Background: an optimization exercise with open tools, aiming at small area, a short achievable clock period and few clock cycles. Do not read the settings as production practice. The RTL was checked by simulation tests, not by an equivalence proof against the original design.

Setup of try-ember:
// yuyv_to_rgb_red_mask_core
module yuyv_to_rgb_red_mask_core (
	input  logic       clk,
	input  logic       arst_n,
	input  logic       pix_in_valid,
	output logic       pix_in_ready,
	input  logic [7:0] pix_in_luma0,
	input  logic [7:0] pix_in_chroma_u,
	input  logic [7:0] pix_in_luma1,
	input  logic [7:0] pix_in_chroma_v,
	input  logic [9:0] pix_in_column,
	input  logic [8:0] pix_in_row,
	output logic       pix_out_valid,
	input  logic       pix_out_ready,
	output logic [7:0] pix_out_red0,
	output logic [7:0] pix_out_green0,
	output logic [7:0] pix_out_blue0,
	output logic [7:0] pix_out_red1,
	output logic [7:0] pix_out_green1,
	output logic [7:0] pix_out_blue1
);
Size in the first run: ~1800 cells after synthesis, about 200 flip-flops, roughly 110 I/O pins.
make LEC_CHECK=0 CAP_MARGIN=20 CORE_MARGIN=2 CORE_UTILIZATION=40 CTS_BUF_LIST=sky130_fd_sc_hd__clkbuf_8 CTS_CLUSTER_DIAMETER=50 CTS_CLUSTER_SIZE=20 PLACE_DENSITY=0.6 SETUP_SLACK_MARGIN=3.5 SLEW_MARGIN=20 finish   # period 6.5 ns
run.sh (not shown) runs the stock make flow with config.mk's settings and CLKGATE_MAP_FILE= SYNTH_SCRIPT=/design/flow/synth_recipe.tcl, a recipe that flattens the netlist after the stock synthesis.
No stage failed in try-ember, and the final checks on the layout all came back clean.
Testbench counts of try-ember, summed over its fixed seeds: cycles 16,024.
For try-nickel, these inputs were changed with respect to try-ember:
diff --git a/flow/config.mk b/flow/config.mk
--- a/flow/config.mk
+++ b/flow/config.mk
@@ -14,3 +14,3 @@
 export PLACE_DENSITY = 0.6
-export SETUP_SLACK_MARGIN = 3.5
+export SETUP_SLACK_MARGIN = 2.6
 export SLEW_MARGIN = 20
==> run summary <==
In try-nickel, number of cells on the critical path is lower than in try-ember.
try-nickel vs try-ember, origin of the worst setup path: pix_out_ready vs r1_c[0]
Per the comparison of try-nickel with try-ember, share of final layout cell area taken by non-clock buffers went down; total via count after detailed routing has decreased; non-clock buffer count saw a decrease; worst relative slew slack went up.
Final critical-path setup slack on try-nickel is behind try-ember.
Routed wire in try-nickel totals less than in try-ember.
Fmax: try-ember and try-nickel compared, higher one is try-ember
When the final numbers for try-ember and try-nickel were put side by side, the number of antenna violations at the first check in global routing turned out to be greater in try-ember.
Inputs modified between try-nickel and try-delta:
diff --git a/flow/config.mk b/flow/config.mk
--- a/flow/config.mk
+++ b/flow/config.mk
@@ -11,6 +11,6 @@
 export CTS_BUF_LIST = sky130_fd_sc_hd__clkbuf_8
-export CTS_CLUSTER_DIAMETER = 50
-export CTS_CLUSTER_SIZE = 20
+export CTS_CLUSTER_DIAMETER = 60
+export CTS_CLUSTER_SIZE = 24
 export PLACE_DENSITY = 0.6
-export SETUP_SLACK_MARGIN = 2.6
+export SETUP_SLACK_MARGIN = 3.2
 export SLEW_MARGIN = 20
Findings:
Compared with try-nickel, try-delta shows per-cell via count in the routed design that has gone up slightly. Between try-nickel and try-delta, the difference in delay of the slowest cell on the worst path is negligible. [try-delta vs try-nickel] wire length after detailed routing: higher in try-delta. Non-clock buffer share of cell area: try-delta vs try-nickel up 3.3 points. In the tables for try-nickel and try-delta, slack of the critical path reads higher with try-delta.
Inputs modified between try-delta and try-indigo:
diff --git a/flow/config.mk b/flow/config.mk
--- a/flow/config.mk
+++ b/flow/config.mk
@@ -11,4 +11,4 @@
 export CTS_BUF_LIST = sky130_fd_sc_hd__clkbuf_8
-export CTS_CLUSTER_DIAMETER = 60
-export CTS_CLUSTER_SIZE = 24
+export CTS_CLUSTER_DIAMETER = 50
+export CTS_CLUSTER_SIZE = 20
 export PLACE_DENSITY = 0.6
Results
try-delta → try-indigo: post-route cell area has decreased.
The inputs of try-willow differ from those of try-indigo as listed below.
diff --git a/flow/config.mk b/flow/config.mk
--- a/flow/config.mk
+++ b/flow/config.mk
@@ -14,3 +14,3 @@
 export PLACE_DENSITY = 0.6
-export SETUP_SLACK_MARGIN = 3.2
+export SETUP_SLACK_MARGIN = 3.0
 export SLEW_MARGIN = 20
### Flow results
Changes observed in try-willow relative to try-indigo: minimum setup slack in the final design shows a reduction of 0.014 ns, final standard cell count with taps included and fillers excluded now smaller, wire length on met1 closely matched the old numbers, via count of the first global-routing pass went down.
[compare] base=try-indigo new=try-willow: cell count after placement shows no meaningful change; number of failing setup endpoints in the final timing report shows no meaningful change; via count of the routed design shows a reduction of 379; total CTS buffers shows an increase of 3.
Looking at try-willow and try-indigo, the flop-to-flop setup slack is a wash.
try-willow ends up with a fraction of area in registers that is 0.82 points higher than in try-indigo.
Run comparison: try-willow first element of the critical path r1_c[0]; try-indigo first element of the critical path r1_c[1]


yuyv_to_rgb_red_mask_core, a different RTL version from the one above (not shown whole).
Size: about 1600 cells after synthesis, about 190 flip-flops, ~18000 um2 of cells after synthesis.
Settings: LEC_CHECK=0, CAP_MARGIN=20, CORE_MARGIN=2, CORE_UTILIZATION=40, PLACE_DENSITY=0.6, SETUP_SLACK_MARGIN=2.2, SLEW_MARGIN=20; clock period 6.5 ns.
Testbench counts at the start, summed over its fixed seeds: cycles 16,024.
Next try:
- SETUP_SLACK_MARGIN: 2.2 -> default
Effect: Core utilization came out lower by 1.7 points; cell count is lower by 1.2%; count of clock-buffer cells in the layout falls by 1; non-clock buffer count shrinks by 28; setup slack degrades by 640 ps.
Next try:
- SETUP_SLACK_MARGIN: default -> 2.8
The new run finished clean.
Utilization increases by 3.2 points.
Register-to-register slack improved by 540 ps.
Clock skew decreases by 7.4 ps.
Final area rises by 7.0%.
Worst setup slack is better by 650 ps.


Setup of run A:
Another version of the RTL of yuyv_to_rgb_red_mask_core (not shown whole).
Size: about 1700 cells after synthesis, about 200 flip-flops, roughly 110 I/O pins.
make LEC_CHECK=0 CAP_MARGIN=20 CORE_MARGIN=2 CORE_UTILIZATION=40 PLACE_DENSITY=0.6 SETUP_SLACK_MARGIN=2.8 SLEW_MARGIN=20 finish   # period 6.5 ns
In summary, run A completed successfully, with a layout that passed the timing, design-rule and antenna checks.
Testbench counts of run A, summed over its fixed seeds: cycles 16,024.
[inputs] run B vs run A
Settings: ABC_AREA newly set to 1.
[summary]
The max-slew violation count was comparable across run A and run B. Where final worst slack is concerned, run A is outperformed by run B. Run B vs. run A: standard cell area after detailed placement up 5.5%; number of instances in the synthesized netlist now sits higher; area of the core up 0.0033 mm2; fmax rose by about 2.6%. Re depth of the worst register-to-register path: run B is 1 up on run A.
> inputs changed (run B -> run C)
Settings: clearing ABC_AREA, which used to be 1; swapping 0.6 for 0.72 in PLACE_DENSITY; swapping 40 for 60 in CORE_UTILIZATION.
## What came out
Portion of the layout cell area used by clock cells ends up lower on run B.
For the clock network latency to the later pin of the worst-skew pair, run C came in 20 ps lower than run B did.
Between run C and run B, utilization of the core after routing is lower for run B, run C comes in above that.
[run C] routing usage on met1 rose 8.5 points relative to run B
#### Input delta (run D over run C)
Settings: swapping 2.8 for 2.2 in SETUP_SLACK_MARGIN; swapping 60 for 40 in CORE_UTILIZATION; swapping 0.72 for 0.6 in PLACE_DENSITY.
## What came out
- Share of the cycle needed by the critical path after routing, run C and run D: larger value in run D
- Run C vs run D, end point of the critical path: red1_d vs red0_d
- Compared run D vs run C, and worst path buffer plus inverter count is down in run D.
- Comparing run C and run D, the higher initial antenna violation count was measured on run D.
- Comparing run D against run C, there is no change at all in setup TNS.


RTL: one of the versions met above, not the one the previous note started from.
Size in the first run: roughly 1600 cells after synthesis, ~190 flip-flops, roughly 110 I/O pins, roughly 18000 um^2 of cells after synthesis.
Settings: LEC_CHECK=0, CAP_MARGIN=20, CORE_MARGIN=2, CORE_UTILIZATION=40, PLACE_DENSITY=0.6, SETUP_SLACK_MARGIN=1.6, SLEW_MARGIN=20; clock period 6.5 ns.
The starting point finished with timing, DRC and antenna clean.
Testbench counts at the start, summed over its fixed seeds: cycles 16,024.
Next try:
--- a/flow/config.mk
+++ b/flow/config.mk
@@ -12 +12 @@
-export SETUP_SLACK_MARGIN = 1.6
+export SETUP_SLACK_MARGIN = 3.5
- via count goes up by 3.9%
- worst hold slack hardly moves
- worst setup slack gets better by 0.30 ns
- clock-buffer cell count goes up by 2
- synthesized area does not change
- final area goes up by 14%
- core utilization goes up by 6.5 points
- critical path depth goes up by 2
- routed wire length goes up by 7.2%
- die area does not change
- synthesized cell count is unchanged


RTL: one of the versions met above, not the one the previous note started from.
Size: roughly 1,700 cells after synthesis, ~110 I/O pins, ~18,000 µm² of cells after synthesis.
export LEC_CHECK = 0
export CAP_MARGIN = 20
export CORE_MARGIN = 2
export CORE_UTILIZATION = 40
export PLACE_DENSITY = 0.6
export SETUP_SLACK_MARGIN = 2.8
export SLEW_MARGIN = 20
export TNS_END_PERCENT = 5
create_clock -name core_clock -period 6.5 [get_ports {clk}]
The first run finished clean.
Testbench counts at the start, summed over its fixed seeds: cycles 16,024.
Next try:
CTS_BUF_LIST = sky130_fd_sc_hd__clkbuf_8   (was not set)
CTS_CLUSTER_DIAMETER = 60   (was not set)
CTS_CLUSTER_SIZE = 24   (was not set)
TNS_END_PERCENT = not set   (was 5)
Effect: Synthesized area does not change; wire length climbs by 1.5%; sequential share of layout area drops by 0.13 points; worst hold slack improves by 11 ps.

-- what the ideal ports hide --
No port has a modelled driver above. Below, the same layouts with a new extraction and two added sets of constraints.
Step 1 (the two cells are an assumption about what drives the block):
set clk [get_ports {clk}]
set_driving_cell -lib_cell sky130_fd_sc_hd__clkbuf_16 $clk
set_driving_cell -lib_cell sky130_fd_sc_hd__buf_2 [delete_from_list [all_inputs] $clk]
Step 2 moves the port delays by t, midway between the first and last clock arrival at a register: inputs arrive t later, outputs are due t later. That takes back most of the time a late clock gives input paths.
a / b / c = ideal / step 1 / step 2; a / b = the first two.
run | t (ns) | setup WS [ns] | clock arrival spread, ns | worst register clock-pin slew, ns | pins driven straight from the clock port
try-ember | 0.641 | 2.908 / 2.908 / 2.508 | 0.023 / 0.023 | 0.09 / 0.09 | 1
try-nickel | 0.639 | 2.704 / 2.670 / 2.135 | 0.033 / 0.033 | 0.09 / 0.09 | 1
try-delta | 0.613 | 2.923 / 2.923 / 2.442 | 0.026 / 0.027 | 0.11 / 0.11 | 1
try-indigo | 0.615 | 2.934 / 2.934 / 2.457 | 0.023 / 0.023 | 0.09 / 0.09 | 1
try-willow | 0.629 | 2.920 / 2.920 / 2.400 | 0.022 / 0.022 | 0.10 / 0.10 | 1
the first run of note 2 | 0.508 | 1.882 / 1.882 / 1.594 | 0.013 / 0.013 | 0.08 / 0.08 | 1
the second run of note 2 | 0.518 | 1.239 / 1.273 / 0.755 | 0.022 / 0.021 | 0.08 / 0.08 | 1
the third run of note 2 | 0.502 | 1.891 / 1.891 / 1.598 | 0.015 / 0.015 | 0.08 / 0.08 | 1
run A | 0.593 | 2.626 / 2.626 / 2.311 | 0.015 / 0.015 | 0.06 / 0.06 | 1
run B | 0.580 | 2.725 / 2.725 / 2.454 | 0.018 / 0.018 | 0.06 / 0.06 | 1
run C | 0.562 | 2.540 / 2.540 / 2.343 | 0.009 / 0.009 | 0.06 / 0.06 | 1
run D | 0.589 | 2.379 / 2.379 / 1.831 | 0.025 / 0.025 | 0.06 / 0.06 | 1
the first run of note 4 | 0.520 | 1.616 / 1.649 / 1.128 | 0.022 / 0.021 | 0.08 / 0.08 | 1
the second run of note 4 | 0.500 | 1.915 / 1.915 / 1.619 | 0.014 / 0.015 | 0.08 / 0.08 | 1
the first run of note 5 | 0.591 | 2.559 / 2.559 / 2.178 | 0.026 / 0.026 | 0.06 / 0.06 | 1
the second run of note 5 | 0.642 | 2.603 / 2.603 / 2.287 | 0.028 / 0.028 | 0.09 / 0.09 | 1
After both steps every run listed still meets setup and hold. The setup slack of try-nickel, which loses most, moves by -0.034 ns with the drivers and by -0.569 ns with both steps.
